This is an optimization exercise on Yosys and OpenROAD, whose aim is small area and a short achievable clock period, not a production implementation.
Only simulation tests tie the RTL to the original design; equivalence was not proved.
Power and IR drop assume default switching activity.

==> flow/design.v <==
module aq_reduce_ctrl #(
  parameter  int unsigned DRAIN_TO = 64,
  localparam int unsigned GW       = 16,
  localparam int unsigned DW       = 32,
  localparam int unsigned CW       = 32
) (
  input  logic          RST_N,
  input  logic          CLK,
  input  logic [GW-1:0] CFG_ORG_X,
  input  logic [GW-1:0] CFG_ORG_Y,
  input  logic [GW-1:0] CFG_CNV_X,
  input  logic [GW-1:0] CFG_CNV_Y,
  input  logic          START,
  input  logic          ABORT,
  input  logic          S_TVALID,
  input  logic [DW-1:0] S_TDATA,
  output logic          S_TREADY,
  output logic [GW-1:0] ORG_X,
  output logic [GW-1:0] ORG_Y,
  output logic [GW-1:0] CNV_X,
  output logic [GW-1:0] CNV_Y,
  output logic          DIN_WE,
  output logic          DIN_FSYNC,
  output logic [DW-1:0] DIN,
  input  logic          DOUT_OE,
  input  logic          DOUT_LAST,
  output logic          BUSY,
  output logic          DONE,
  output logic          ERR,
  output logic [CW-1:0] OUT_CNT
);
  logic          r_busy, r_fsync, r_tready, r_drain, r_done;
  logic          r_err, r_din_we;
  logic [DW-1:0] r_din;
  logic [CW-1:0] r_out_cnt;
  logic [GW-1:0] r_org_x, r_org_y, r_cnv_x, r_cnv_y;
  logic [GW-1:0] r_px_x, r_px_y;
  logic [GW-1:0] r_oc_x, r_oc_y;
  logic          r_oc_over;
  function automatic logic [GW-1:0] f_dec(input logic [GW-1:0] a, input logic en);
    logic [GW-1:0] m;
    for (int i = 0; i < GW; i++) begin
      m = '0;
      for (int j = 0; j < i; j++) m[j] = 1'b1;
      f_dec[i] = a[i] ^ (en && ((a & m) == '0));
    end
  endfunction
  function automatic logic [CW:0] f_inc(input logic [CW-1:0] a, input logic en);
    logic [CW:0] x, m;
    x = {1'b0, a};
    for (int i = 0; i <= CW; i++) begin
      m = '0;
      for (int j = 0; j < i; j++) m[j] = 1'b1;
      f_inc[i] = x[i] ^ (en && ((x & m) == m));
    end
  endfunction
  function automatic logic f_le(input logic [GW-1:0] a, input logic [GW-1:0] b);
    logic [GW-1:0] gt, lt;
    logic          g, l;
    for (int i = 0; i < GW; i++) begin
      gt[i] = a[i] && !b[i];
      lt[i] = !a[i] && b[i];
    end
    for (int s = 1; s < GW; s = s * 2)
      for (int i = 0; i + s < GW; i += 2 * s) begin
        g = gt[i + 2 * s - 1] || (!lt[i + 2 * s - 1] && gt[i + s - 1]);
        l = lt[i + 2 * s - 1] || (!gt[i + 2 * s - 1] && lt[i + s - 1]);
        gt[i + 2 * s - 1] = g;
        lt[i + 2 * s - 1] = l;
      end
    f_le = !gt[GW-1];
  endfunction
  logic          w_cfg_ok, w_start_ok, w_fin, w_sync1, w_hs, w_px_row, w_last_px;
  logic          w_drain_to, w_oe_en, w_wrap, w_oc_row, w_oc_load, w_cnt_eq;
  logic [CW:0]   w_out_inc;
  logic [GW-1:0] w_org_x_nxt, w_org_y_nxt, w_cnv_x_nxt, w_cnv_y_nxt;
  assign w_cfg_ok   = (CFG_CNV_X != '0) && f_le(CFG_CNV_X, CFG_ORG_X) &&
                      (CFG_CNV_Y != '0) && f_le(CFG_CNV_Y, CFG_ORG_Y);
  assign w_start_ok = !r_busy && START && w_cfg_ok;
  assign w_fin      = r_busy && r_done;
  assign w_sync1    = r_busy && !r_fsync && !r_tready && !r_drain && !r_done;
  assign w_hs       = r_tready && S_TVALID;
  assign w_px_row   = r_px_x == GW'(1);
  assign w_last_px  = w_px_row && (r_px_y == GW'(1));
  assign w_drain_to = r_px_y[5:0] == 6'(1 - DRAIN_TO);
  assign w_oe_en    = DOUT_OE && r_busy && !r_done;
  assign w_out_inc  = f_inc(r_out_cnt, w_oe_en);
  assign w_wrap     = w_out_inc[CW];
  assign w_oc_row   = w_oe_en && (r_oc_x == GW'(1));
  assign w_oc_load  = w_start_ok || w_wrap;
  assign w_cnt_eq   = !r_oc_over && (w_oe_en ? (w_oc_row && (r_oc_y == GW'(1)))
                                             : (r_oc_y == '0));
  assign w_org_x_nxt = w_start_ok ? CFG_ORG_X : r_org_x;
  assign w_org_y_nxt = w_start_ok ? CFG_ORG_Y : r_org_y;
  assign w_cnv_x_nxt = w_start_ok ? CFG_CNV_X : r_cnv_x;
  assign w_cnv_y_nxt = w_start_ok ? CFG_CNV_Y : r_cnv_y;
  always_ff @(posedge CLK or negedge RST_N) begin
    if (!RST_N) begin
      r_busy    <= 1'b0;
      r_fsync   <= 1'b0;
      r_tready  <= 1'b0;
      r_drain   <= 1'b0;
      r_done    <= 1'b0;
      r_err     <= 1'b0;
      r_din_we  <= 1'b0;
      r_din     <= '0;
      r_out_cnt <= '0;
      r_org_x   <= '0;
      r_org_y   <= '0;
      r_cnv_x   <= '0;
      r_cnv_y   <= '0;
      r_px_x    <= '0;
      r_px_y    <= '0;
      r_oc_x    <= '0;
      r_oc_y    <= '0;
      r_oc_over <= 1'b0;
    end else begin
      r_busy   <= r_busy ? (!ABORT && !r_done) : (START && w_cfg_ok);
      r_fsync  <= w_start_ok;
      r_tready <= !ABORT && (w_sync1 || (r_tready && !(w_hs && w_last_px)));
      r_drain  <= !ABORT && ((w_hs && w_last_px) || (r_drain && !DOUT_LAST && !w_drain_to));
      r_done   <= (!r_busy && START && !w_cfg_ok) ||
                  (r_drain && !ABORT && (DOUT_LAST || w_drain_to));
      if (r_busy && ABORT)                r_err <= 1'b1;
      else if (!r_busy && START)          r_err <= !w_cfg_ok;
      else if (r_drain && DOUT_LAST)      r_err <= r_err || !w_cnt_eq;
      else if (r_drain && w_drain_to)     r_err <= 1'b1;
      r_din_we <= w_hs && !ABORT;
      if (w_hs && !ABORT) r_din <= S_TDATA;
      r_out_cnt <= w_start_ok ? '0 : w_out_inc[CW-1:0];
      r_org_x   <= w_org_x_nxt;
      r_org_y   <= w_org_y_nxt;
      r_cnv_x   <= w_cnv_x_nxt;
      r_cnv_y   <= w_cnv_y_nxt;
      r_px_x <= (r_fsync || (w_hs && w_px_row)) ? r_org_x : f_dec(r_px_x, w_hs);
      r_px_y <= r_fsync ? r_org_y : f_dec(r_px_y, (w_hs && w_px_row) || r_drain);
      r_oc_x    <= (w_oc_load || w_oc_row) ? w_cnv_x_nxt : f_dec(r_oc_x, w_oe_en);
      r_oc_y    <= w_oc_load ? w_cnv_y_nxt : f_dec(r_oc_y, w_oc_row);
      r_oc_over <= !w_oc_load && (r_oc_over || (w_oe_en && r_oc_y == '0));
    end
  end
  assign S_TREADY  = r_tready;
  assign ORG_X     = r_org_x;
  assign ORG_Y     = r_org_y;
  assign CNV_X     = r_cnv_x;
  assign CNV_Y     = r_cnv_y;
  assign DIN_WE    = r_din_we;
  assign DIN_FSYNC = r_fsync;
  assign DIN       = r_din;
  assign BUSY      = r_busy;
  assign DONE      = r_done;
  assign ERR       = r_err;
  assign OUT_CNT   = r_out_cnt;
endmodule
clock: 8.0 ns
lec_check: 0
cap_margin: 20
core_margin: 2
core_utilization: 55
cts_buf_list: sky130_fd_sc_hd__clkbuf_8
cts_cluster_size: 8
setup_slack_margin: 4.85
slew_margin: 20
standard.sh (not shown) runs the stock make flow with config.mk's settings and CLKGATE_MAP_FILE= SYNTH_SCRIPT=/design/flow/synth_recipe.tcl, a recipe that flattens the netlist after the stock synthesis.
==> flow/flow/run.sh <==
#!/bin/bash
# Standard ORFS layout with two changes: the port buffers are buf_1 cells, and
# synthesis maps the logic with flow/abc_speed.script (a delay-driven ABC map)
# in place of ORFS's own abc_speed.script. Everything else is ORFS's scripts.
set -euo pipefail
rm -rf myscripts
cp -r "$FLOW_HOME/scripts" myscripts
cp flow/abc_speed.script myscripts/abc_speed.script
export SCRIPTS_DIR="$PWD/myscripts"
export BUFFER_PORTS_ARGS="-buffer_cell sky130_fd_sc_hd__buf_1"
bash standard.sh > standard.log 2>&1
==> flow/flow/abc_speed.script <==
strash
dch
map -D 1200
topo
stime -c
buffer -c
upsize -c
dnsize -c
Change:
--- a/flow/design.v
+++ b/flow/design.v
@@ -86,9 +86,9 @@
   assign w_oe_en    = DOUT_OE && r_busy && !r_done;
   assign w_out_inc  = f_inc(r_out_cnt, w_oe_en);
   assign w_wrap     = w_out_inc[CW];
   assign w_oc_row   = w_oe_en && (r_oc_x == GW'(1));
-  assign w_oc_load  = w_start_ok || w_wrap;
+  assign w_oc_load  = w_wrap;
   assign w_cnt_eq   = !r_oc_over && (w_oe_en ? (w_oc_row && (r_oc_y == GW'(1)))
                                              : (r_oc_y == '0));
   assign w_org_x_nxt = w_start_ok ? CFG_ORG_X : r_org_x;
   assign w_org_y_nxt = w_start_ok ? CFG_ORG_Y : r_org_y;
@@ -133,11 +133,17 @@
       r_cnv_x   <= w_cnv_x_nxt;
       r_cnv_y   <= w_cnv_y_nxt;
       r_px_x <= (r_fsync || (w_hs && w_px_row)) ? r_org_x : f_dec(r_px_x, w_hs);
       r_px_y <= r_fsync ? r_org_y : f_dec(r_px_y, (w_hs && w_px_row) || r_drain);
-      r_oc_x    <= (w_oc_load || w_oc_row) ? w_cnv_x_nxt : f_dec(r_oc_x, w_oe_en);
-      r_oc_y    <= w_oc_load ? w_cnv_y_nxt : f_dec(r_oc_y, w_oc_row);
-      r_oc_over <= !w_oc_load && (r_oc_over || (w_oe_en && r_oc_y == '0));
+      if (!r_busy) begin
+        r_oc_x    <= CFG_CNV_X;
+        r_oc_y    <= CFG_CNV_Y;
+        r_oc_over <= 1'b0;
+      end else begin
+        r_oc_x    <= (w_oc_load || w_oc_row) ? r_cnv_x : f_dec(r_oc_x, w_oe_en);
+        r_oc_y    <= w_oc_load ? r_cnv_y : f_dec(r_oc_y, w_oc_row);
+        r_oc_over <= !w_oc_load && (r_oc_over || (w_oe_en && r_oc_y == '0));
+      end
     end
   end
   assign S_TREADY  = r_tready;
   assign ORG_X     = r_org_x;
After rerunning: The changed run ran to the end with no violations; global-route usage increases by 2.1 points; total power shrinks by 7.2%; sequential power is lower by about 2%; hold slack improved by 0.0041 ns; setup slack improved by 0.18 ns; core utilization is lower by 1.6 points; wire length rose by 4.8%; final area drops by 2.0%; count of clock-buffer cells in the layout came out lower by 1; flip-flop and latch count stays the same; cell count is lower by 0.31%; die area rose by 0.56%; area after synthesis grows by 0.58%.

==> re-timing with driven ports <==
In the flow no input, the clock included, has a driving cell. The finished layouts below were timed again as built, in two steps. Step 1: set_driving_cell puts a clkbuf_16 on CLK and a buf_2 on each other input, an assumption about the parent block. Step 2 also shifts input and output timing later by t, the mid clock arrival at the registers, as if the neighbouring blocks saw the same clock. a / b / c = ideal ports / drivers / drivers and shift; a / b = the first two.
run | t (ns) | setup WS [ns] | hold WS [ns] | slew at the worst register clock pin (ns)
the first run | 0.510 | 4.751 / 4.766 / 4.256 | 0.511 / 0.511 / 0.511 | 0.11 / 0.11
the second run | 0.509 | 4.928 / 4.948 / 4.439 | 0.515 / 0.515 / 0.515 | 0.11 / 0.11
After both steps setup and hold are still met in every run listed. For the first run, which loses most, drivers alone change the setup slack by +0.015 ns; drivers and shift together by -0.495 ns.
